What follows belongs to an exercise in optimizing a design on an open flow for small area, a short achievable clock period and few clock cycles per item; a production flow would make more cautious choices.
Function not checked in this run: the RTL went through the layout flow alone.
Power figures rest on the tool's default switching activity, not on a simulated workload.

<file path="flow/run.sh">
#!/bin/bash
# synth_recipe.tcl (not shown) runs the flow's synth.tcl, then flattens the netlist and writes it again
# the make line also repeats each setting of config.mk as NAME=value (left out here)
make -C /OpenROAD-flow-scripts/flow DESIGN_CONFIG=/design/flow/config.mk WORK_HOME=/design/flow/orfs CLKGATE_MAP_FILE= SYNTH_SCRIPT=/design/flow/synth_recipe.tcl finish
</file>
<file path="flow/config.mk">
export PLATFORM = sky130hd
export DESIGN_NAME = conv1d_top
export DESIGN_NICKNAME = conv1d_top
export VERILOG_FILES = /design/flow/design.v
export SDC_FILE = /design/flow/constraint.sdc
export NUM_CORES = 4
export LEC_CHECK = 0
export CAP_MARGIN = 20
export CORE_MARGIN = 2
export CORE_UTILIZATION = 40
export SETUP_SLACK_MARGIN = 4.5
export SLEW_MARGIN = 20
export SYNTH_HIERARCHICAL = 1
export SYNTH_MINIMUM_KEEP_SIZE = 0
</file>
<file path="flow/constraint.sdc">
create_clock -name core_clock -period 8.0 [get_ports {clk}]
set_input_delay 1.6000 -clock core_clock [delete_from_list [all_inputs] [get_ports {clk}]]
set_output_delay 1.6000 -clock core_clock [all_outputs]
set_load 0.01 [all_outputs]
</file>
<file path="flow/design.v">
package conv1d_pkg;
  localparam int ADDR_W   = 7;
  localparam int DATA_W   = 32;
  localparam int SAMPLE_W = 8;
  localparam int NUM_TAPS = 4;
  localparam int COUNT_W  = 7;
  localparam int SUM_W    = 18;
  localparam logic [7:0] REG_CTRL   = 8'h00;
  localparam logic [7:0] REG_STATUS = 8'h04;
  localparam logic [7:0] REG_TAPS   = 8'h08;
  localparam logic [7:0] REG_SRC    = 8'h0C;
  localparam logic [7:0] REG_DST    = 8'h10;
  localparam logic [7:0] REG_COUNT  = 8'h14;
endpackage
module conv1d_fa (
  input  logic a,
  input  logic b,
  input  logic c,
  output logic s,
  output logic co
);
  assign s  = a ^ b ^ c;
  assign co = (a & b) | (a & c) | (b & c);
endmodule
module conv1d_ha (
  input  logic a,
  input  logic b,
  output logic s,
  output logic co
);
  assign s  = a ^ b;
  assign co = a & b;
endmodule
module conv1d_datapath (
  input  logic [7:0]    xa_i,
  input  logic [7:0]    ta_i,
  input  logic [7:0]    xb_i,
  input  logic [7:0]    tb_i,
  input  logic [17:0]   fs_i,
  input  logic [17:0]   fc_i,
  output logic [17:0]   s_o,
  output logic [17:0]   c_o
);
  logic [7:0][7:0] ppa, ppb;
  always_comb begin
    for (int i = 0; i < 8; i++) begin
      for (int k = 0; k < 8; k++) begin
        ppa[i][k] = xa_i[i] & ta_i[k];
        ppb[i][k] = xb_i[i] & tb_i[k];
      end
    end
  end
  logic s0, c0, s1, c1, s2, c2, s3, c3;
  logic s4, c4, s5, c5, s6, c6, s7, c7;
  logic s8, c8, s9, c9, s10, c10, s11, c11;
  logic s12, c12, s13, c13, s14, c14, s15, c15;
  logic s16, c16, s17, c17, s18, c18, s19, c19;
  logic s20, c20, s21, c21, s22, c22, s23, c23;
  logic s24, c24, s25, c25, s26, c26, s27, c27;
  logic s28, c28, s29, c29, s30, c30, s31, c31;
  logic s32, c32, s33, c33, s34, c34, s35, c35;
  logic s36, c36, s37, c37, s38, c38, s39, c39;
  logic s40, c40, s41, c41, s42, c42, s43, c43;
  logic s44, c44, s45, c45, s46, c46, s47, c47;
  logic s48, c48, s49, c49, s50, c50, s51, c51;
  logic s52, c52, s53, c53, s54, c54, s55, c55;
  logic s56, c56, s57, c57, s58, c58, s59, c59;
  logic s60, c60, s61, c61, s62, c62, s63, c63;
  logic s64, c64, s65, c65, s66, c66, s67, c67;
  logic s68, c68, s69, c69, s70, c70, s71, c71;
  logic s72, c72, s73, c73, s74, c74, s75, c75;
  logic s76, c76, s77, c77, s78, c78, s79, c79;
  logic s80, c80, s81, c81, s82, c82, s83, c83;
  logic s84, c84, s85, c85, s86, c86, s87, c87;
  logic s88, c88, s89, c89, s90, c90, s91, c91;
  logic s92, c92, s93, c93, s94, c94, s95, c95;
  logic s96, c96, s97, c97, s98, c98, s99, c99;
  logic s100, c100, s101, c101, s102, c102, s103, c103;
  logic s104, c104, s105, c105, s106, c106, s107, c107;
  logic s108, c108, s109, c109, s110, c110, s111, c111;
  logic s112, c112, s113, c113, s114, c114, s115, c115;
  logic s116, c116, s117, c117, s118, c118, s119, c119;
  logic s120, c120, s121, c121, s122, c122, s123, c123;
  logic s124, c124, s125, c125, s126, c126, s127, c127;
  logic s128, c128, s129, c129, s130, c130, s131, c131;
  logic s132, c132, s133, c133, s134, c134, s135, c135;
  logic s136, c136, s137, c137;
  conv1d_ha u_ha1 (.a(fs_i[5]), .b(fc_i[5]), .s(s0), .co(c0));
  conv1d_fa u_fa2 (.a(fs_i[6]), .b(fc_i[6]), .c(ppa[0][6]), .s(s1), .co(c1));
  conv1d_fa u_fa3 (.a(ppb[0][6]), .b(ppa[1][5]), .c(ppb[1][5]), .s(s2), .co(c2));
  conv1d_fa u_fa4 (.a(fs_i[7]), .b(fc_i[7]), .c(ppa[0][7]), .s(s3), .co(c3));
  conv1d_fa u_fa5 (.a(ppb[0][7]), .b(ppa[1][6]), .c(ppb[1][6]), .s(s4), .co(c4));
  conv1d_fa u_fa6 (.a(ppa[2][5]), .b(ppb[2][5]), .c(ppa[3][4]), .s(s5), .co(c5));
  conv1d_ha u_ha7 (.a(ppb[3][4]), .b(ppa[4][3]), .s(s6), .co(c6));
  conv1d_fa u_fa8 (.a(fs_i[8]), .b(fc_i[8]), .c(ppa[1][7]), .s(s7), .co(c7));
  conv1d_fa u_fa9 (.a(ppb[1][7]), .b(ppa[2][6]), .c(ppb[2][6]), .s(s8), .co(c8));
  conv1d_fa u_fa10 (.a(ppa[3][5]), .b(ppb[3][5]), .c(ppa[4][4]), .s(s9), .co(c9));
  conv1d_ha u_ha11 (.a(ppb[4][4]), .b(ppa[5][3]), .s(s10), .co(c10));
  conv1d_fa u_fa12 (.a(fs_i[9]), .b(fc_i[9]), .c(ppa[2][7]), .s(s11), .co(c11));
  conv1d_fa u_fa13 (.a(ppb[2][7]), .b(ppa[3][6]), .c(ppb[3][6]), .s(s12), .co(c12));
  conv1d_ha u_ha14 (.a(ppa[4][5]), .b(ppb[4][5]), .s(s13), .co(c13));
  conv1d_fa u_fa15 (.a(fs_i[10]), .b(fc_i[10]), .c(ppa[3][7]), .s(s14), .co(c14));
  conv1d_ha u_ha16 (.a(fs_i[3]), .b(fc_i[3]), .s(s15), .co(c15));
  conv1d_fa u_fa17 (.a(fs_i[4]), .b(fc_i[4]), .c(ppa[0][4]), .s(s16), .co(c16));
  conv1d_fa u_fa18 (.a(ppb[0][4]), .b(ppa[1][3]), .c(ppb[1][3]), .s(s17), .co(c17));
  conv1d_fa u_fa19 (.a(ppa[0][5]), .b(ppb[0][5]), .c(ppa[1][4]), .s(s18), .co(c18));
  conv1d_fa u_fa20 (.a(ppb[1][4]), .b(ppa[2][3]), .c(ppb[2][3]), .s(s19), .co(c19));
  conv1d_fa u_fa21 (.a(ppa[3][2]), .b(ppb[3][2]), .c(ppa[4][1]), .s(s20), .co(c20));
  conv1d_fa u_fa22 (.a(ppa[2][4]), .b(ppb[2][4]), .c(ppa[3][3]), .s(s21), .co(c21));
  conv1d_fa u_fa23 (.a(ppb[3][3]), .b(ppa[4][2]), .c(ppb[4][2]), .s(s22), .co(c22));
  conv1d_fa u_fa24 (.a(ppa[5][1]), .b(ppb[5][1]), .c(ppa[6][0]), .s(s23), .co(c23));
  conv1d_ha u_ha25 (.a(ppb[6][0]), .b(c0), .s(s24), .co(c24));
  conv1d_fa u_fa26 (.a(ppb[4][3]), .b(ppa[5][2]), .c(ppb[5][2]), .s(s25), .co(c25));
  conv1d_fa u_fa27 (.a(ppa[6][1]), .b(ppb[6][1]), .c(ppa[7][0]), .s(s26), .co(c26));
  conv1d_fa u_fa28 (.a(ppb[7][0]), .b(c1), .c(c2), .s(s27), .co(c27));
  conv1d_fa u_fa29 (.a(s3), .b(s4), .c(s5), .s(s28), .co(c28));
  conv1d_fa u_fa30 (.a(ppb[5][3]), .b(ppa[6][2]), .c(ppb[6][2]), .s(s29), .co(c29));
  conv1d_fa u_fa31 (.a(ppa[7][1]), .b(ppb[7][1]), .c(c3), .s(s30), .co(c30));
  conv1d_fa u_fa32 (.a(c4), .b(c5), .c(c6), .s(s31), .co(c31));
  conv1d_fa u_fa33 (.a(s7), .b(s8), .c(s9), .s(s32), .co(c32));
  conv1d_fa u_fa34 (.a(ppa[5][4]), .b(ppb[5][4]), .c(ppa[6][3]), .s(s33), .co(c33));
  conv1d_fa u_fa35 (.a(ppb[6][3]), .b(ppa[7][2]), .c(ppb[7][2]), .s(s34), .co(c34));
  conv1d_fa u_fa36 (.a(c7), .b(c8), .c(c9), .s(s35), .co(c35));
  conv1d_fa u_fa37 (.a(c10), .b(s11), .c(s12), .s(s36), .co(c36));
  conv1d_fa u_fa38 (.a(ppb[3][7]), .b(ppa[4][6]), .c(ppb[4][6]), .s(s37), .co(c37));
  conv1d_fa u_fa39 (.a(ppa[5][5]), .b(ppb[5][5]), .c(ppa[6][4]), .s(s38), .co(c38));
  conv1d_fa u_fa40 (.a(ppb[6][4]), .b(ppa[7][3]), .c(ppb[7][3]), .s(s39), .co(c39));
  conv1d_fa u_fa41 (.a(c11), .b(c12), .c(c13), .s(s40), .co(c40));
  conv1d_fa u_fa42 (.a(fs_i[11]), .b(fc_i[11]), .c(ppa[4][7]), .s(s41), .co(c41));
  conv1d_fa u_fa43 (.a(ppb[4][7]), .b(ppa[5][6]), .c(ppb[5][6]), .s(s42), .co(c42));
  conv1d_fa u_fa44 (.a(ppa[6][5]), .b(ppb[6][5]), .c(ppa[7][4]), .s(s43), .co(c43));
  conv1d_fa u_fa45 (.a(fs_i[12]), .b(fc_i[12]), .c(ppa[5][7]), .s(s44), .co(c44));
  conv1d_fa u_fa46 (.a(fs_i[2]), .b(fc_i[2]), .c(ppa[0][2]), .s(s45), .co(c45));
  conv1d_fa u_fa47 (.a(ppa[0][3]), .b(ppb[0][3]), .c(ppa[1][2]), .s(s46), .co(c46));
  conv1d_fa u_fa48 (.a(ppb[1][2]), .b(ppa[2][1]), .c(ppb[2][1]), .s(s47), .co(c47));
  conv1d_fa u_fa49 (.a(ppa[2][2]), .b(ppb[2][2]), .c(ppa[3][1]), .s(s48), .co(c48));
  conv1d_fa u_fa50 (.a(ppb[3][1]), .b(ppa[4][0]), .c(ppb[4][0]), .s(s49), .co(c49));
  conv1d_ha u_ha51 (.a(c15), .b(s16), .s(s50), .co(c50));
  conv1d_fa u_fa52 (.a(ppb[4][1]), .b(ppa[5][0]), .c(ppb[5][0]), .s(s51), .co(c51));
  conv1d_fa u_fa53 (.a(s0), .b(c16), .c(c17), .s(s52), .co(c52));
  conv1d_fa u_fa54 (.a(s18), .b(s19), .c(s20), .s(s53), .co(c53));
  conv1d_fa u_fa55 (.a(c18), .b(c19), .c(c20), .s(s54), .co(c54));
  conv1d_fa u_fa56 (.a(s21), .b(s22), .c(s23), .s(s55), .co(c55));
  conv1d_fa u_fa57 (.a(s1), .b(s2), .c(s24), .s(s56), .co(c56));
  conv1d_fa u_fa58 (.a(c21), .b(c22), .c(c23), .s(s57), .co(c57));
  conv1d_fa u_fa59 (.a(s25), .b(s26), .c(s6), .s(s58), .co(c58));
  conv1d_fa u_fa60 (.a(c24), .b(s27), .c(s28), .s(s59), .co(c59));
  conv1d_fa u_fa61 (.a(c25), .b(c26), .c(s29), .s(s60), .co(c60));
  conv1d_fa u_fa62 (.a(s10), .b(c27), .c(c28), .s(s61), .co(c61));
  conv1d_fa u_fa63 (.a(s30), .b(s31), .c(s32), .s(s62), .co(c62));
  conv1d_fa u_fa64 (.a(c29), .b(s33), .c(s34), .s(s63), .co(c63));
  conv1d_fa u_fa65 (.a(s13), .b(c30), .c(c31), .s(s64), .co(c64));
  conv1d_fa u_fa66 (.a(c32), .b(s35), .c(s36), .s(s65), .co(c65));
  conv1d_fa u_fa67 (.a(c33), .b(c34), .c(s37), .s(s66), .co(c66));
  conv1d_fa u_fa68 (.a(s38), .b(s39), .c(s14), .s(s67), .co(c67));
  conv1d_fa u_fa69 (.a(c35), .b(c36), .c(s40), .s(s68), .co(c68));
  conv1d_fa u_fa70 (.a(ppb[7][4]), .b(c37), .c(c38), .s(s69), .co(c69));
  conv1d_fa u_fa71 (.a(c39), .b(c14), .c(s41), .s(s70), .co(c70));
  conv1d_fa u_fa72 (.a(s42), .b(s43), .c(c40), .s(s71), .co(c71));
  conv1d_fa u_fa73 (.a(ppb[5][7]), .b(ppa[6][6]), .c(ppb[6][6]), .s(s72), .co(c72));
  conv1d_fa u_fa74 (.a(ppa[7][5]), .b(ppb[7][5]), .c(c41), .s(s73), .co(c73));
  conv1d_fa u_fa75 (.a(c42), .b(c43), .c(s44), .s(s74), .co(c74));
  conv1d_fa u_fa76 (.a(fs_i[13]), .b(fc_i[13]), .c(ppa[6][7]), .s(s75), .co(c75));
  conv1d_fa u_fa77 (.a(ppb[6][7]), .b(ppa[7][6]), .c(ppb[7][6]), .s(s76), .co(c76));
  conv1d_fa u_fa78 (.a(fs_i[1]), .b(fc_i[1]), .c(ppa[0][1]), .s(s77), .co(c77));
  conv1d_fa u_fa79 (.a(ppb[0][2]), .b(ppa[1][1]), .c(ppb[1][1]), .s(s78), .co(c78));
  conv1d_ha u_ha80 (.a(ppa[2][0]), .b(ppb[2][0]), .s(s79), .co(c79));
  conv1d_fa u_fa81 (.a(ppa[3][0]), .b(ppb[3][0]), .c(s15), .s(s80), .co(c80));
  conv1d_fa u_fa82 (.a(c45), .b(s46), .c(s47), .s(s81), .co(c81));
  conv1d_fa u_fa83 (.a(c46), .b(c47), .c(s48), .s(s82), .co(c82));
  conv1d_fa u_fa84 (.a(s49), .b(s17), .c(s50), .s(s83), .co(c83));
  conv1d_fa u_fa85 (.a(c48), .b(c49), .c(s51), .s(s84), .co(c84));
  conv1d_fa u_fa86 (.a(c50), .b(s52), .c(s53), .s(s85), .co(c85));
  conv1d_fa u_fa87 (.a(c51), .b(c52), .c(c53), .s(s86), .co(c86));
  conv1d_fa u_fa88 (.a(s54), .b(s55), .c(s56), .s(s87), .co(c87));
  conv1d_fa u_fa89 (.a(c54), .b(c55), .c(s57), .s(s88), .co(c88));
  conv1d_fa u_fa90 (.a(s58), .b(c56), .c(s59), .s(s89), .co(c89));
  conv1d_fa u_fa91 (.a(c57), .b(c58), .c(s60), .s(s90), .co(c90));
  conv1d_fa u_fa92 (.a(c59), .b(s61), .c(s62), .s(s91), .co(c91));
  conv1d_fa u_fa93 (.a(c60), .b(s63), .c(c61), .s(s92), .co(c92));
  conv1d_fa u_fa94 (.a(s64), .b(c62), .c(s65), .s(s93), .co(c93));
  conv1d_fa u_fa95 (.a(c63), .b(s66), .c(s67), .s(s94), .co(c94));
  conv1d_fa u_fa96 (.a(c64), .b(c65), .c(s68), .s(s95), .co(c95));
  conv1d_fa u_fa97 (.a(c66), .b(c67), .c(s69), .s(s96), .co(c96));
  conv1d_fa u_fa98 (.a(s70), .b(c68), .c(s71), .s(s97), .co(c97));
  conv1d_fa u_fa99 (.a(s72), .b(c69), .c(c70), .s(s98), .co(c98));
  conv1d_fa u_fa100 (.a(s73), .b(s74), .c(c71), .s(s99), .co(c99));
  conv1d_fa u_fa101 (.a(c72), .b(c44), .c(s75), .s(s100), .co(c100));
  conv1d_fa u_fa102 (.a(s76), .b(c73), .c(c74), .s(s101), .co(c101));
  conv1d_fa u_fa103 (.a(fs_i[14]), .b(fc_i[14]), .c(ppa[7][7]), .s(s102), .co(c102));
  conv1d_fa u_fa104 (.a(ppb[7][7]), .b(c75), .c(c76), .s(s103), .co(c103));
  conv1d_ha u_ha105 (.a(fs_i[0]), .b(fc_i[0]), .s(s104), .co(c104));
  conv1d_fa u_fa106 (.a(ppb[0][1]), .b(ppa[1][0]), .c(ppb[1][0]), .s(s105), .co(c105));
  conv1d_fa u_fa107 (.a(c77), .b(s78), .c(s79), .s(s106), .co(c106));
  conv1d_fa u_fa108 (.a(c78), .b(c79), .c(s80), .s(s107), .co(c107));
  conv1d_fa u_fa109 (.a(c80), .b(c81), .c(s82), .s(s108), .co(c108));
  conv1d_fa u_fa110 (.a(c82), .b(s84), .c(c83), .s(s109), .co(c109));
  conv1d_fa u_fa111 (.a(c84), .b(c85), .c(s86), .s(s110), .co(c110));
  conv1d_fa u_fa112 (.a(c86), .b(s88), .c(c87), .s(s111), .co(c111));
  conv1d_fa u_fa113 (.a(c88), .b(s90), .c(c89), .s(s112), .co(c112));
  conv1d_fa u_fa114 (.a(c90), .b(s92), .c(c91), .s(s113), .co(c113));
  conv1d_fa u_fa115 (.a(s94), .b(c92), .c(c93), .s(s114), .co(c114));
  conv1d_fa u_fa116 (.a(c94), .b(s96), .c(c95), .s(s115), .co(c115));
  conv1d_fa u_fa117 (.a(c96), .b(s98), .c(c97), .s(s116), .co(c116));
  conv1d_fa u_fa118 (.a(s100), .b(c98), .c(s101), .s(s117), .co(c117));
  conv1d_fa u_fa119 (.a(s102), .b(c100), .c(s103), .s(s118), .co(c118));
  conv1d_fa u_fa120 (.a(fs_i[15]), .b(fc_i[15]), .c(c102), .s(s119), .co(c119));
  conv1d_ha u_ha121 (.a(ppa[0][0]), .b(ppb[0][0]), .s(s120), .co(c120));
  conv1d_fa u_fa122 (.a(c104), .b(s105), .c(s77), .s(s121), .co(c121));
  conv1d_fa u_fa123 (.a(c105), .b(s45), .c(s106), .s(s122), .co(c122));
  conv1d_fa u_fa124 (.a(c106), .b(s81), .c(s107), .s(s123), .co(c123));
  conv1d_fa u_fa125 (.a(c107), .b(s108), .c(s83), .s(s124), .co(c124));
  conv1d_fa u_fa126 (.a(c108), .b(s85), .c(s109), .s(s125), .co(c125));
  conv1d_fa u_fa127 (.a(s87), .b(c109), .c(s110), .s(s126), .co(c126));
  conv1d_fa u_fa128 (.a(c110), .b(s89), .c(s111), .s(s127), .co(c127));
  conv1d_fa u_fa129 (.a(s91), .b(c111), .c(s112), .s(s128), .co(c128));
  conv1d_fa u_fa130 (.a(s93), .b(c112), .c(s113), .s(s129), .co(c129));
  conv1d_fa u_fa131 (.a(s95), .b(c113), .c(s114), .s(s130), .co(c130));
  conv1d_fa u_fa132 (.a(s97), .b(c114), .c(s115), .s(s131), .co(c131));
  conv1d_fa u_fa133 (.a(s99), .b(c115), .c(s116), .s(s132), .co(c132));
  conv1d_fa u_fa134 (.a(c99), .b(s117), .c(c116), .s(s133), .co(c133));
  conv1d_fa u_fa135 (.a(c101), .b(s118), .c(c117), .s(s134), .co(c134));
  conv1d_fa u_fa136 (.a(c103), .b(s119), .c(c118), .s(s135), .co(c135));
  conv1d_fa u_fa137 (.a(fs_i[16]), .b(fc_i[16]), .c(c119), .s(s136), .co(c136));
  conv1d_ha u_ha138 (.a(fs_i[17]), .b(fc_i[17]), .s(s137), .co(c137));
  assign s_o[0] = s104;
  assign c_o[0] = s120;
  assign s_o[1] = c120;
  assign c_o[1] = s121;
  assign s_o[2] = c121;
  assign c_o[2] = s122;
  assign s_o[3] = c122;
  assign c_o[3] = s123;
  assign s_o[4] = c123;
  assign c_o[4] = s124;
  assign s_o[5] = c124;
  assign c_o[5] = s125;
  assign s_o[6] = c125;
  assign c_o[6] = s126;
  assign s_o[7] = c126;
  assign c_o[7] = s127;
  assign s_o[8] = c127;
  assign c_o[8] = s128;
  assign s_o[9] = c128;
  assign c_o[9] = s129;
  assign s_o[10] = c129;
  assign c_o[10] = s130;
  assign s_o[11] = c130;
  assign c_o[11] = s131;
  assign s_o[12] = c131;
  assign c_o[12] = s132;
  assign s_o[13] = c132;
  assign c_o[13] = s133;
  assign s_o[14] = s134;
  assign c_o[14] = c133;
  assign s_o[15] = s135;
  assign c_o[15] = c134;
  assign s_o[16] = s136;
  assign c_o[16] = c135;
  assign s_o[17] = s137;
  assign c_o[17] = c136;
endmodule
`timescale 1ns/1ps
module conv1d_top (
  input  logic        clk,
  input  logic        rst_n,
  input  logic        psel_i,
  input  logic        penable_i,
  input  logic        pwrite_i,
  input  logic [7:0]  paddr_i,
  input  logic [31:0] pwdata_i,
  output logic [31:0] prdata_o,
  output logic        pready_o,
  output logic        pslverr_o,
  output logic        mem_req_o,
  output logic        mem_we_o,
  output logic [6:0]  mem_addr_o,
  output logic [31:0] mem_wdata_o,
  input  logic [31:0] mem_rdata_i,
  output logic        done_o
);
  localparam int SW = conv1d_pkg::SUM_W;
  logic sel_ctrl_q, sel_stat_q, sel_taps_q, sel_src_q, sel_dst_q, sel_cnt_q, bad_q;
  always_ff @(posedge clk) begin
    sel_ctrl_q <= (paddr_i == conv1d_pkg::REG_CTRL);
    sel_stat_q <= (paddr_i == conv1d_pkg::REG_STATUS);
    sel_taps_q <= (paddr_i == conv1d_pkg::REG_TAPS);
    sel_src_q  <= (paddr_i == conv1d_pkg::REG_SRC);
    sel_dst_q  <= (paddr_i == conv1d_pkg::REG_DST);
    sel_cnt_q  <= (paddr_i == conv1d_pkg::REG_COUNT);
    bad_q      <= !(paddr_i == conv1d_pkg::REG_CTRL  || paddr_i == conv1d_pkg::REG_STATUS ||
                    paddr_i == conv1d_pkg::REG_TAPS  || paddr_i == conv1d_pkg::REG_SRC ||
                    paddr_i == conv1d_pkg::REG_DST   || paddr_i == conv1d_pkg::REG_COUNT);
  end
  logic wr;
  assign wr        = psel_i & penable_i & pwrite_i;
  assign pready_o  = 1'b1;
  assign pslverr_o = bad_q;
  logic [31:0] taps_q;
  logic [6:0]  src_q, dst_q, cnt_q;
  always_ff @(posedge clk or posedge rst_n) begin
    if (rst_n) begin
      taps_q <= '0;
      src_q  <= '0;
      dst_q  <= '0;
      cnt_q  <= '0;
    end else begin
      if (wr && sel_taps_q) taps_q <= pwdata_i;
      if (wr && sel_src_q)  src_q  <= pwdata_i[6:0];
      if (wr && sel_dst_q)  dst_q  <= pwdata_i[6:0];
      if (wr && sel_cnt_q)  cnt_q  <= pwdata_i[6:0];
    end
  end
  logic       run_q;      
  logic       done_q;
  logic       req_q, we_q;
  logic       ph_q;       
  logic [1:0] fs_q;       
  logic [6:0] wl_q;       
  logic [6:0] rdp_q, wrp_q;
  logic       rv_q;       
  logic start;
  assign start = wr & sel_ctrl_q & pwdata_i[0] & ~run_q;
  logic       rd_now, wr_now;
  logic [6:0] wl_d;
  assign rd_now = req_q & ~we_q;
  assign wr_now = req_q & we_q;
  assign wl_d   = wl_q - {6'd0, wr_now};
  logic nx_rd, nx_wr, last;
  always_comb begin
    nx_rd = 1'b0;
    nx_wr = 1'b0;
    last  = 1'b0;
    if (run_q) begin
      if (fs_q != 2'd0) begin
        nx_rd = !ph_q || fs_q[1];
      end else if (!ph_q) begin
        nx_rd = (wl_d > 7'd1);
      end else begin
        nx_wr = 1'b1;
        last  = (wl_q == 7'd1);
      end
    end
  end
  always_ff @(posedge clk or posedge rst_n) begin
    if (rst_n) begin
      run_q  <= 1'b0;
      done_q <= 1'b0;
      req_q  <= 1'b0;
    end else begin
      if (start) begin
        run_q  <= (cnt_q != '0);
        done_q <= (cnt_q == '0);
        req_q  <= (cnt_q != '0);
      end else begin
        req_q <= nx_rd | nx_wr;
        if (last) begin
          run_q  <= 1'b0;
          done_q <= 1'b1;
        end
      end
    end
  end
  always_ff @(posedge clk) ph_q <= ph_d;
  always_ff @(posedge clk) begin
    rv_q <= rd_now;
    if (start) begin
      we_q  <= 1'b0;
      fs_q  <= 2'd2;
      wl_q  <= cnt_q;
      rdp_q <= src_q;
      wrp_q <= dst_q;
    end else begin
      we_q <= nx_wr;
      if (ph_q && fs_q != 2'd0) fs_q <= fs_q - 2'd1;
      wl_q <= wl_d;
      if (rd_now) rdp_q <= rdp_q + 7'd1;
      if (wr_now) wrp_q <= wrp_q + 7'd1;
    end
  end
  assign mem_req_o  = req_q;
  assign mem_we_o   = we_q;
  assign mem_addr_o = we_q ? wrp_q : rdp_q;
  logic [7:0]    xa_q, xb_q, xc_q;
  logic [SW-1:0] acc_q;
  always_ff @(posedge clk) begin
    if (rv_q) begin
      xb_q <= mem_rdata_i[7:0];
      xc_q <= xb_q;
      xa_q <= xc_q;
    end
  end
  logic          ph_d;
  logic [7:0]    ta_q, tb_q;
  assign ph_d = start ? 1'b0 : ~ph_q;
  always_ff @(posedge clk) begin
    ta_q <= ph_d ? taps_q[15:8]  : taps_q[7:0];
    tb_q <= ph_d ? taps_q[31:24] : taps_q[23:16];
  end
  logic [SW-1:0] s_q, c_q, s_d, c_d;
  conv1d_datapath u_dp (
    .xa_i (xa_q),
    .ta_i (ta_q),
    .xb_i (xb_q),
    .tb_i (tb_q),
    .fs_i (ph_q ? s_q : '0),
    .fc_i (ph_q ? c_q : '0),
    .s_o  (s_d),
    .c_o  (c_d)
  );
  always_ff @(posedge clk) begin
    s_q <= s_d;
    c_q <= c_d;
  end
  assign mem_wdata_o = {{(32-SW){1'b0}}, s_q + c_q};
  always_comb begin
    prdata_o = '0;
    prdata_o |= {32{sel_taps_q}} & taps_q;
    prdata_o[6:0] |= ({7{sel_src_q}} & src_q) | ({7{sel_dst_q}} & dst_q) | ({7{sel_cnt_q}} & cnt_q);
    prdata_o[1:0] |= {2{sel_stat_q}} & {done_q, run_q};
  end
  assign done_o = done_q;
endmodule
</file>
==> results.sh <==
export IMPL_required_ps=6400
export IMPL_setup_violations=0
export IMPL_h_tree_depth=4
export IMPL_die_h_microns=170
export IMPL_nNetsFinal=1252
export IMPL_cp_cell_sequence="ha_4 > buf_4 > a211oi_2 > o21bai_2 > a31oi_4 > buf_6 > o221ai_4 > a2111oi_4 > nor3_2 > buf_2"
export IMPL_drive_gt1_frac=0.232
export IMPL_yosysTopAreaCell="fa_1"
export IMPL_place_area_sq_um=12100
export IMPL_synthArstFlopShare=0.339
export IMPL_synthDistinctLibCells=56
export IMPL_r2r_start="xa_q[2]"
export IMPL_n_fill_cell=2388
export IMPL_period_share=0.500
export IMPL_fin_crit_ps=4000
export IMPL_syn_inst=910
export IMPL_critical_path_startpoint_type="flop"
export IMPL_fmax_mhz=250
export IMPL_drv_cap=0
export IMPL_area_delta_synth_final_pct=20.7
export IMPL_power_leakage_uw=0.00624
export IMPL_antenna_found_initial=0
export IMPL_root_buffer="clkbuf_16"
export IMPL_synthSimpleGateAreaFrac=0.160
export IMPL_initial_utilization=0.407
export IMPL_ys_seq_area_frac=0.361
export IMPL_synth_xor_area_frac=0.0256
export IMPL_wl_per_cell_microns=18.3
export IMPL_wirelength_microns=25000
export IMPL_track_usage=0.184
export IMPL_rsz0062_at_grt="yes"
export IMPL_hold_viol_final=0
export IMPL_stdcell_area_sq_um=13200
export IMPL_die_w_microns=170
export IMPL_gr_total_overflow=0
export IMPL_synth_seq_cells=165
export IMPL_crit_type="reg2out"
export IMPL_crit_path_end_kind="output pin"
export IMPL_hold_class="reg2reg"
export IMPL_numCtsBuffers=17
export IMPL_via_count=6917
export IMPL_grt_max_degree=57
export IMPL_grt_pass1_wl_microns=41000
export IMPL_gp_congestion=0.801
export IMPL_synthMuxAreaShare=0.0780
export IMPL_core_area_sq_um=27000
export IMPL_status="timing/DRC/antenna clean"
export IMPL_synthesis_area_sq_um=11000
export IMPL_power_density_nw_per_um2=139
export IMPL_tightest_slew_ps=741
export IMPL_slew_violations=0
export IMPL_min_path_cells=0
export IMPL_synthDominantCellAreaShare=0.234
export IMPL_clk_latency_ps=440
export IMPL_synth_edf_count=38
export IMPL_cts_buffer_depth=2
export IMPL_cp_arrival_ps=2400
export IMPL_clock_sinks=165
export IMPL_dpl_hpwl_microns=18300
export IMPL_synth_compound_area_frac=0.0557
export IMPL_rr_worst_depth=8
export IMPL_reg2reg_to="c_q[10]"
export IMPL_port_buffers=113
export IMPL_slowest_delay_ps=350
export IMPL_slew_headroom=0.506
export IMPL_synth_adder_area_share=0.271
export IMPL_clk_pin_slew_ps=70
export IMPL_drtAntennaViolNets=0
export IMPL_synthFlopType="dfxtp_1"
export IMPL_r2r_setup_slack_ps=4320
export IMPL_rows=60
export IMPL_holdCritStartpoint="xc_q[3]"
export IMPL_drcViolationCount=0
export IMPL_syn_area_per_cell_sq_um=12.1
export IMPL_drt_iter0_drc=381
export IMPL_min_to="xa_q[3]"
export IMPL_yosys_warnings=8
export IMPL_skew_ps=12.4
export IMPL_cp_slowest_cell="a2111oi_4"
export IMPL_cts_tree="built"
export IMPL_worst_path_max_fanout=3
export IMPL_grt_pass1_vias=7425
export IMPL_ir_drop_mv=0.154
export IMPL_dr_pass1_iters=5
export IMPL_viasPerCell=5.05
export IMPL_ioPinCount=153
export IMPL_synth_area_top_cells="fa_1 23%, dfxtp_1 13%, dfrtp_1 13%"
export IMPL_synth_top_family_by_area="adder cells"
export IMPL_die_area_sq_um=28800
export IMPL_tns_ps=0
==> state kept, by name (all words and copies together), names as in the netlist, 2 cells and up <==
signal and flops:
ta_q 8, wl_q 7, cnt_q 7, s_q 18, dst_q 7, xb_q 8, wrp_q 7, fs_q 2
taps_q 32, tb_q 8, src_q 7, c_q 18, rdp_q 7, xc_q 8, xa_q 8
==> modules after synthesis (local to each module, per instance) <==
module,times used,flops+latches,cells
conv1d_datapath,1,0,164
conv1d_fa,127,0,1
conv1d_ha,11,0,1
conv1d_top,1,165,608
==> routing by layer <==
layer	vias up	share of wire	GRT usage
li1	3200	-	-
met1	3523	0.48	0.265
met2	171	0.46	0.286
met3	23	0.052	0.0378
met4	0	0.013	0.0438
met5	-	0	0
==> kinds of logic after synthesis <==
| family | after synthesis |
|---|---|
| and+or+nand+nor | 304 |
| xor gates and xnor gates | 32 |
| muxes | 76 |
| DFF | 165 |
| other | 2 |
| buffers and inverters | 84 |
| AOI/OAI and AO/OA | 86 |
| adders and majority gates | 161 |
==> stage by stage <==
stage                     power, uW  hold WS, ps  utilization  std cells  worst slack [ps]
final                          1840          423        0.491       1369              4000
after global routing           1920          432        0.491       1368              3880
after CTS                      1860          427        0.487       1365              3960
after detailed placement       1030          406        0.451       1306              3740
after global placement         1020          401        0.451       1306              3760
after floorplan                 971          400            -        923              4320
==> synth_stat cells (2+ instances only) <==
| master | n |
|---|---|
| and2_1 | 193 |
| fa_1 | 128 |
| dfxtp_1 | 71 |
| mux2_2 | 67 |
| dfrtp_1 | 56 |
| buf_4 | 52 |
| nand2_1 | 46 |
| edfxtp_1 | 38 |
| ha_1 | 33 |
| nor2_1 | 24 |
| xnor2_1 | 22 |
| a21oi_1 | 20 |
| clkbuf_1 | 17 |
| o21ai_1 | 15 |
| a22oi_1 | 12 |
| inv_1 | 10 |
| xor2_1 | 10 |
| mux2_1 | 9 |
| a21o_1 | 7 |
| and3_1 | 7 |
| nand3_1 | 6 |
| o21ai_0 | 6 |
| nand2b_1 | 5 |
| nor3_1 | 5 |
| buf_2 | 4 |
| a211oi_1 | 3 |
| and4_1 | 3 |
| nor4_1 | 3 |
| o211ai_1 | 3 |
| o22ai_1 | 3 |
| a211oi_2 | 2 |
| a222oi_1 | 2 |
| conb_1 | 2 |
| nor2b_1 | 2 |
| o21a_1 | 2 |
| or2_1 | 2 |
==> layout by cell type, fill, tap and decap left out, types with 8 or more instances in the layout <==
cell             count
nor2_1              24
clkdlybuf4s50_1     94
buf_2               14
dfxtp_2             14
edfxtp_1            38
dfrtp_1             56
xnor2_1             21
clkbuf_16           17
nand2_1             46
a22oi_1             12
mux2_1               9
a21oi_1             16
conb_1              15
and2_1             181
o21ai_1             14
and2_4              13
ha_4                 9
mux2_2              67
buf_4               29
ha_1                21
fa_1               104
fa_2                24
dfxtp_1             55
inv_1                8
xor2_1              10
==> what timing repair did <==
item                       in CTS  in global routing
setup endpoints to repair      66                 28
gates cloned                    0                  0
pin swaps                      42                 23
hold buffers                    0                  0
resized for setup             107                 34
setup buffers                  27                  3
==> worst max-delay path by stage <==
stage | slack, ps | endpoint | cells after the start | from
final | 4000 | mem_wdata_o[17] | 10 | c_q[0]
after floorplan | 4320 | c_q[9] | 10 | ph_q
after global placement | 3760 | mem_wdata_o[14] | 10 | c_q[0]
after global routing | 3880 | mem_wdata_o[17] | 9 | c_q[1]
after detailed placement | 3740 | mem_wdata_o[14] | 10 | c_q[0]
after CTS | 3960 | mem_wdata_o[17] | 10 | c_q[0]
==> area by class of cell <==
class,count,area [sq um],share of cell area
Clock buffer,17,425,0.0321
Sequential cell,165,3990,0.301
Tap cell,341,427,0.0322
Antenna cell,1,2.50,0.000189
Timing Repair Buffer,146,1330,0.100
Multi-Input combinational cell,674,6850,0.518
Clock inverter,15,178,0.0134
Inverter,10,37.5,0.00284
==> where the power goes <==
group	internal [uW]	leakage, uW	switching, uW
Clock	425	0.000293	405
Sequential	867	0.00172	15.9
Combinational	70.8	0.00423	60.1
==> worst max-delay path: cells and delay by family, from the launching register on <==
kind	cells	cell delay (ps)
adders and majority gates	1	160
and+or+nand+nor	1	60
buffers and inverters	3	400
DFF	1	340
AOI/OAI and AO/OA	5	1020

separate check: timing with driven ports:
The results above use ideal ports. As a check the final layout listed here was re-extracted and re-timed, cells and wires unchanged.
Step 1: set_driving_cell puts a clkbuf_16 on clk and a buf_2 on each other input, an assumption about the parent block.
Step 2 times the ports against the registers' clock, not the clock port: input delays grow and output delays shrink by t, the midpoint of the rising clock arrivals with the driver on.
Three values: ideal ports, drivers, drivers and shift; two values: the first two.
t, ns: 0.476
setup WS [ns]: 4.003 / 3.957 / 4.299
worst register clock-pin slew, ns: 0.08 / 0.08
worst data-port slew with drivers (ns): 0.05
After both steps this run still meets setup and hold. For this run, drivers alone change the setup slack by -0.046 ns; drivers and shift together by +0.296 ns.
